This is an optimization exercise on Yosys and OpenROAD, whose aim is small area and a short achievable clock period, not a production implementation.
At most, simulation tests tie the RTL to the original design; equivalence was not proved.
No driver is modelled on the clock port, so clock power and skew are understated where the tree is cut down; a real chip needs a root buffer or a tree.
Power is estimated from default activity; no workload was simulated.

Design matrix_ctrl, start of the top module:
module matrix_ctrl (
    input  logic            clk,
    input  logic            rstn,
    input  mcu_pkg::inst_t  inst,
    input  logic            inst_valid,
    input  mcu_pkg::data_t  mem_rd_data_0,
    input  mcu_pkg::data_t  mem_rd_data_1,
    input  mcu_pkg::data_t  mem_rd_data_2,
    input  mcu_pkg::data_t  mem_rd_data_3,
    output mcu_pkg::addr_t  mem_addr_0,
    output mcu_pkg::addr_t  mem_addr_1,
    output mcu_pkg::addr_t  mem_addr_2,
    output mcu_pkg::addr_t  mem_addr_3,
    output logic            mem_wr_en_0,
    output logic            mem_wr_en_1,
    output logic            mem_wr_en_2,
    output logic            mem_wr_en_3,
    output mcu_pkg::data_t  a_data,
    output mcu_pkg::data_t  b_data,
    output mcu_pkg::data_t  c_data,
    output logic            macs_en,
    output logic            macs_signal,
    output logic            finish
);
For scale: roughly 1,300 cells after synthesis, about 120 flip-flops, about 530 I/O pins, roughly 0.0094 mm^2 of cells after synthesis.
clock: 3.5 ns
lec_check: 0
cap_margin: 20
core_margin: 2
core_utilization: 40
cts_cluster_diameter: 150
cts_cluster_size: 40
place_density: 0.6
setup_slack_margin: 1.25
slew_margin: 20
standard.sh (not shown) runs the stock make flow with config.mk's settings and CLKGATE_MAP_FILE= SYNTH_SCRIPT=/design/flow/synth_recipe.tcl, a recipe that flattens the netlist after the stock synthesis.
==> flow/flow/run.sh <==
#!/bin/bash
# Standard layout, with the port buffers made of buf_1 cells instead of the
# delay buffers buffer_ports picks by default.
export BUFFER_PORTS_ARGS="-buffer_cell sky130_fd_sc_hd__buf_1"
bash standard.sh > standard.log 2>&1
The starting point died in global routing on GRT-0232.
Edit:
- CTS_CLUSTER_DIAMETER: 150 -> unset
- CTS_CLUSTER_SIZE: 40 -> unset
After rerunning:
- The changed run aborted during global routing (GRT-0232)
- area after synthesis is unchanged
- synthesized cell count does not change
No functional check of the RTL was part of any run of this note.

========
matrix_ctrl, a different RTL version from the one above (not shown whole).
For scale: ~1,300 cells after synthesis, roughly 130 flip-flops, about 0.0094 mm^2 of cells after synthesis.
==> flow/config.mk <==
export PLATFORM = sky130hd
export DESIGN_NAME = matrix_ctrl
export DESIGN_NICKNAME = matrix_ctrl
export VERILOG_FILES = /design/flow/design.v
export SDC_FILE = /design/flow/constraint.sdc
export NUM_CORES = 4
export LEC_CHECK = 0
export CAP_MARGIN = 20
export CORE_MARGIN = 2
export CORE_UTILIZATION = 50
export PLACE_DENSITY = 0.65
export SETUP_SLACK_MARGIN = 0.0
export SLEW_MARGIN = 20
==> flow/constraint.sdc <==
create_clock -name core_clock -period 3.5 [get_ports {clk}]
set_input_delay 0.7000 -clock core_clock [delete_from_list [all_inputs] [get_ports {clk}]]
set_output_delay 0.7000 -clock core_clock [all_outputs]
set_load 0.01 [all_outputs]
==> flow/flow/run.sh <==
#!/bin/bash
# Standard layout with three changes:
#  * the pins of each data bit are kept together (flow/pins.tcl);
#  * port buffers are buf_1 cells instead of the delay buffers buffer_ports
#    picks by default;
#  * the clock tree is four buf_16 fed by the clock port, each driving two
#    buf_16 that each drive
#    one eighth of the flip-flops (flow/mycts.tcl), in place of
#    the CTS H-tree, followed by the usual post-CTS timing repair.
set -e
here=$(pwd)
export BUFFER_PORTS_ARGS="-buffer_cell sky130_fd_sc_hd__buf_1"
export PRE_IO_PLACEMENT_TCL=$here/flow/pins.tcl
bash standard.sh place > standard_place.log 2>&1
export RES=$here/orfs/results/sky130hd/matrix_ctrl/base
export NROOT=4
export NLEAF=8
export CLKROOT_CELL=sky130_fd_sc_hd__buf_16
export CLKBUF_CELL=sky130_fd_sc_hd__buf_16
export MY_SETUP_MARGIN=${MY_SETUP_MARGIN:-1.1}
export MY_TNS_END=${MY_TNS_END:-100}
openroad -no_init -exit flow/mycts.tcl > mycts.log 2>&1
bash standard.sh finish > standard_finish.log 2>&1
==> flow/flow/mycts.tcl <==
# A shallow clock tree: NROOT buffers fed straight from the clock port, each
# feeding leaf buffers over nearby flip-flops, then the post-CTS timing repair.
set res $::env(RES)
set pdir /OpenROAD-flow-scripts/flow/platforms/sky130hd
read_lef $pdir/lef/sky130_fd_sc_hd.tlef
read_lef $pdir/lef/sky130_fd_sc_hd_merged.lef
read_liberty $pdir/lib/sky130_fd_sc_hd__tt_025C_1v80.lib
read_db $res/3_place.odb
read_sdc $res/3_place.sdc
source $pdir/setRC.tcl
set_dont_use [get_lib_cells {*probe* *lpflow*}]

set block [ord::get_db_block]
set clknet [$block findNet clk]
set sinks {}
foreach it [$clknet getITerms] {
  set inst [$it getInst]
  set bb [$inst getBBox]
  lappend sinks [list [expr {([$bb xMin]+[$bb xMax])/2}] [expr {([$bb yMin]+[$bb yMax])/2}] [$inst getName] [[$it getMTerm] getName]]
}
set n [llength $sinks]
puts "clock sinks: $n"
# recursive bisection of the sinks into NLEAF groups (a power of two),
# cutting each group across its longer side
proc bisect {g depth} {
  if {$depth == 0} { return [list $g] }
  set xs {}; set ys {}
  foreach s $g { lappend xs [lindex $s 0]; lappend ys [lindex $s 1] }
  set xs [lsort -integer $xs]; set ys [lsort -integer $ys]
  set dx [expr {[lindex $xs end] - [lindex $xs 0]}]
  set dy [expr {[lindex $ys end] - [lindex $ys 0]}]
  set idx [expr {$dx >= $dy ? 0 : 1}]
  set srt [lsort -integer -index $idx $g]
  set h [expr {[llength $srt] / 2}]
  return [concat [bisect [lrange $srt 0 [expr {$h-1}]] [expr {$depth-1}]] \
                 [bisect [lrange $srt $h end] [expr {$depth-1}]]]
}
# NROOT buffers fed by the clock port, each over one part of the sinks; with
# NLEAF above NROOT, each root feeds NLEAF/NROOT leaf buffers over sub-parts
proc log2 {n} { return [expr {int(log($n)/log(2) + 0.5)}] }
set root_master [[ord::get_db] findMaster $::env(CLKROOT_CELL)]
set leaf_master [[ord::get_db] findMaster $::env(CLKBUF_CELL)]
proc add_buf {master name innet sinks} {
  global block
  set buf [odb::dbInst_create $block $master $name]
  set net [odb::dbNet_create $block net_$name]
  $net setSigType CLOCK
  [$buf findITerm A] connect $innet
  [$buf findITerm X] connect $net
  set sxs 0; set sys 0
  foreach s $sinks {
    lassign $s x y iname pin
    set it [[$block findInst $iname] findITerm $pin]
    $it disconnect
    $it connect $net
    set sxs [expr {$sxs + $x}]; set sys [expr {$sys + $y}]
  }
  set cx [expr {$sxs / [llength $sinks]}]
  set cy [expr {$sys / [llength $sinks]}]
  $buf setLocation $cx $cy
  $buf setPlacementStatus PLACED
  puts "$name: [llength $sinks] sinks at $cx $cy"
  return [list $net $cx $cy]
}
set nroot $::env(NROOT)
set nleaf $::env(NLEAF)
set k 0
foreach rg [bisect $sinks [log2 $nroot]] {
  if {$nleaf <= $nroot} {
    add_buf $root_master clkbuf_root_$k $clknet $rg
  } else {
    # make the root first with the group's sinks, then move them to leaves
    set r [add_buf $root_master clkbuf_root_$k $clknet $rg]
    set rnet [lindex $r 0]
    set j 0
    foreach lg [bisect $rg [log2 [expr {$nleaf / $nroot}]]] {
      add_buf $leaf_master clkbuf_leaf_${k}_$j $rnet $lg
      incr j
    }
  }
  incr k
}
$clknet setSigType CLOCK
set_propagated_clock [all_clocks]
set_placement_padding -global -left 0 -right 0
detailed_placement
estimate_parasitics -placement
report_clock_min_period
report_worst_slack -max
set rt_args [list -setup_margin $::env(MY_SETUP_MARGIN) -hold_margin 0 -repair_tns $::env(MY_TNS_END) -verbose]
if {[info exists ::env(MY_SEQUENCE)] && $::env(MY_SEQUENCE) != ""} { lappend rt_args -sequence $::env(MY_SEQUENCE) }
repair_timing {*}$rt_args
detailed_placement
check_placement -verbose
estimate_parasitics -placement
report_worst_slack -max
report_worst_slack -min
report_design_area
write_db $res/4_1_cts.odb
file copy -force $res/4_1_cts.odb $res/4_cts.odb
write_sdc $res/4_cts.sdc
==> flow/flow/pins.tcl <==
# Keep each bit's read-data inputs next to its operand outputs, so that the
# operand multiplexer of each bit sits by its own pins.
for {set i 0} {$i < 64} {incr i} {
  set_io_pin_constraint -group -order -pin_names [list \
    "mem_rd_data_0\[$i\]" "a_data\[$i\]" "mem_rd_data_1\[$i\]" "b_data\[$i\]" \
    "mem_rd_data_2\[$i\]" "c_data\[$i\]" "mem_rd_data_3\[$i\]"]
}
The first run died in 3_2_place_iop with PPL-0024.
Change:
--- a/flow/flow/run.sh
+++ b/flow/flow/run.sh
@@ -19,3 +19,3 @@
 export CLKBUF_CELL=sky130_fd_sc_hd__buf_16
-export MY_SETUP_MARGIN=${MY_SETUP_MARGIN:-1.1}
+export MY_SETUP_MARGIN=${MY_SETUP_MARGIN:-1.25}
 export MY_TNS_END=${MY_TNS_END:-100}
ABC_CLOCK_PERIOD_IN_PS = 1500   (was not set)
CORE_UTILIZATION = 40   (was 50)
PLACE_DENSITY = 0.6   (was 0.65)
What happened:
- Now the flow ran to the end with no violations
- synthesized cell count is unchanged
- synthesized area stays the same
Change:
--- a/flow/flow/run.sh
+++ b/flow/flow/run.sh
@@ -19,3 +19,3 @@
 export CLKBUF_CELL=sky130_fd_sc_hd__buf_16
-export MY_SETUP_MARGIN=${MY_SETUP_MARGIN:-1.25}
+export MY_SETUP_MARGIN=${MY_SETUP_MARGIN:-1.1}
 export MY_TNS_END=${MY_TNS_END:-100}
ABC_CLOCK_PERIOD_IN_PS = not set   (was 1500)
Effect: The new run ran to the end with no violations. Wire length decreases by a few percent. Setup slack loses 0.10 ns. Final area shrinks by a few percent.
Change:
--- a/flow/flow/run.sh
+++ b/flow/flow/run.sh
@@ -19,3 +19,3 @@
 export CLKBUF_CELL=sky130_fd_sc_hd__buf_16
-export MY_SETUP_MARGIN=${MY_SETUP_MARGIN:-1.1}
+export MY_SETUP_MARGIN=${MY_SETUP_MARGIN:-1.25}
 export MY_TNS_END=${MY_TNS_END:-100}
PLACE_DENSITY = 0.8   (was 0.6)
Outcome:
- clock power stays flat
- core utilization went up by 0.81 points
- die area is unchanged
- fmax went up by about 4%
- worst setup slack is better by 0.095 ns
- routed wire length went down by 2.2%
- sequential cell count does not change
Change:
PLACE_DENSITY = 0.6   (was 0.8)
What happened: The changed run finished with timing, DRC and antenna clean; register-to-register slack gets worse by 0.05 ns; worst setup slack gains 0.0093 ns; synthesized cell count does not change; power rises by 2.0%; wire length rises by 6.9%; combinational power came out higher by 2.9%; via count drops by about 2.4%; sequential cell count does not change; cell count went up by about 0.7%.
Change:
--- a/flow/flow/pins.tcl
+++ b/flow/flow/pins.tcl
@@ -7 +7,7 @@
 }
+# The four port addresses of each bit share their sources (bit j of the a, b
+# and c pointers), so keep them together too.
+for {set j 0} {$j < 12} {incr j} {
+  set_io_pin_constraint -group -order -pin_names [list \
+    "mem_addr_0\[$j\]" "mem_addr_1\[$j\]" "mem_addr_2\[$j\]" "mem_addr_3\[$j\]"]
+}
PLACE_DENSITY = 0.8   (was 0.6)
The changed run finished clean.
Global-route usage went down by 2.7 points.
Die area does not change.
Cell area went down slightly.
Worst setup slack degrades by 0.11 ns.
Routed wire length went down by a few percent.
Total power went down slightly.
In the second, third, fourth, fifth and sixth runs of this note the design's own scripts or RTL, not TritonCTS, make the clock network.

## afterwards: timing with drivers on the ports
The results above use ideal ports. As a check the final layouts listed here were re-extracted and re-timed, cells and wires unchanged.
Step 1, drivers: a clkbuf_16 drives clk and a buf_2 each remaining input, both assumed.
Step 2 times the ports against the registers' clock, not the clock port: input delays grow and output delays shrink by t, the midpoint of the rising clock arrivals with the driver on.
Three values: ideal, step 1, step 2; two values: the first two.
| run | t, ns | slack for setup (ns) | latest minus earliest clock arrival (ns) |
|---|---|---|---|
| the second run of note 2 | 0.351 | 1.197 / 1.079 / 1.222 | 0.016 / 0.017 |
| the third run of note 2 | 0.351 | 1.092 / 0.975 / 1.208 | 0.018 / 0.017 |
| the fourth run of note 2 | 0.341 | 1.187 / 1.077 / 1.268 | 0.008 / 0.007 |
| the fifth run of note 2 | 0.351 | 1.197 / 1.079 / 1.222 | 0.016 / 0.017 |
| the sixth run of note 2 | 0.333 | 1.084 / 0.979 / 1.240 | 0.009 / 0.008 |
After both steps every run listed still meets setup and hold.
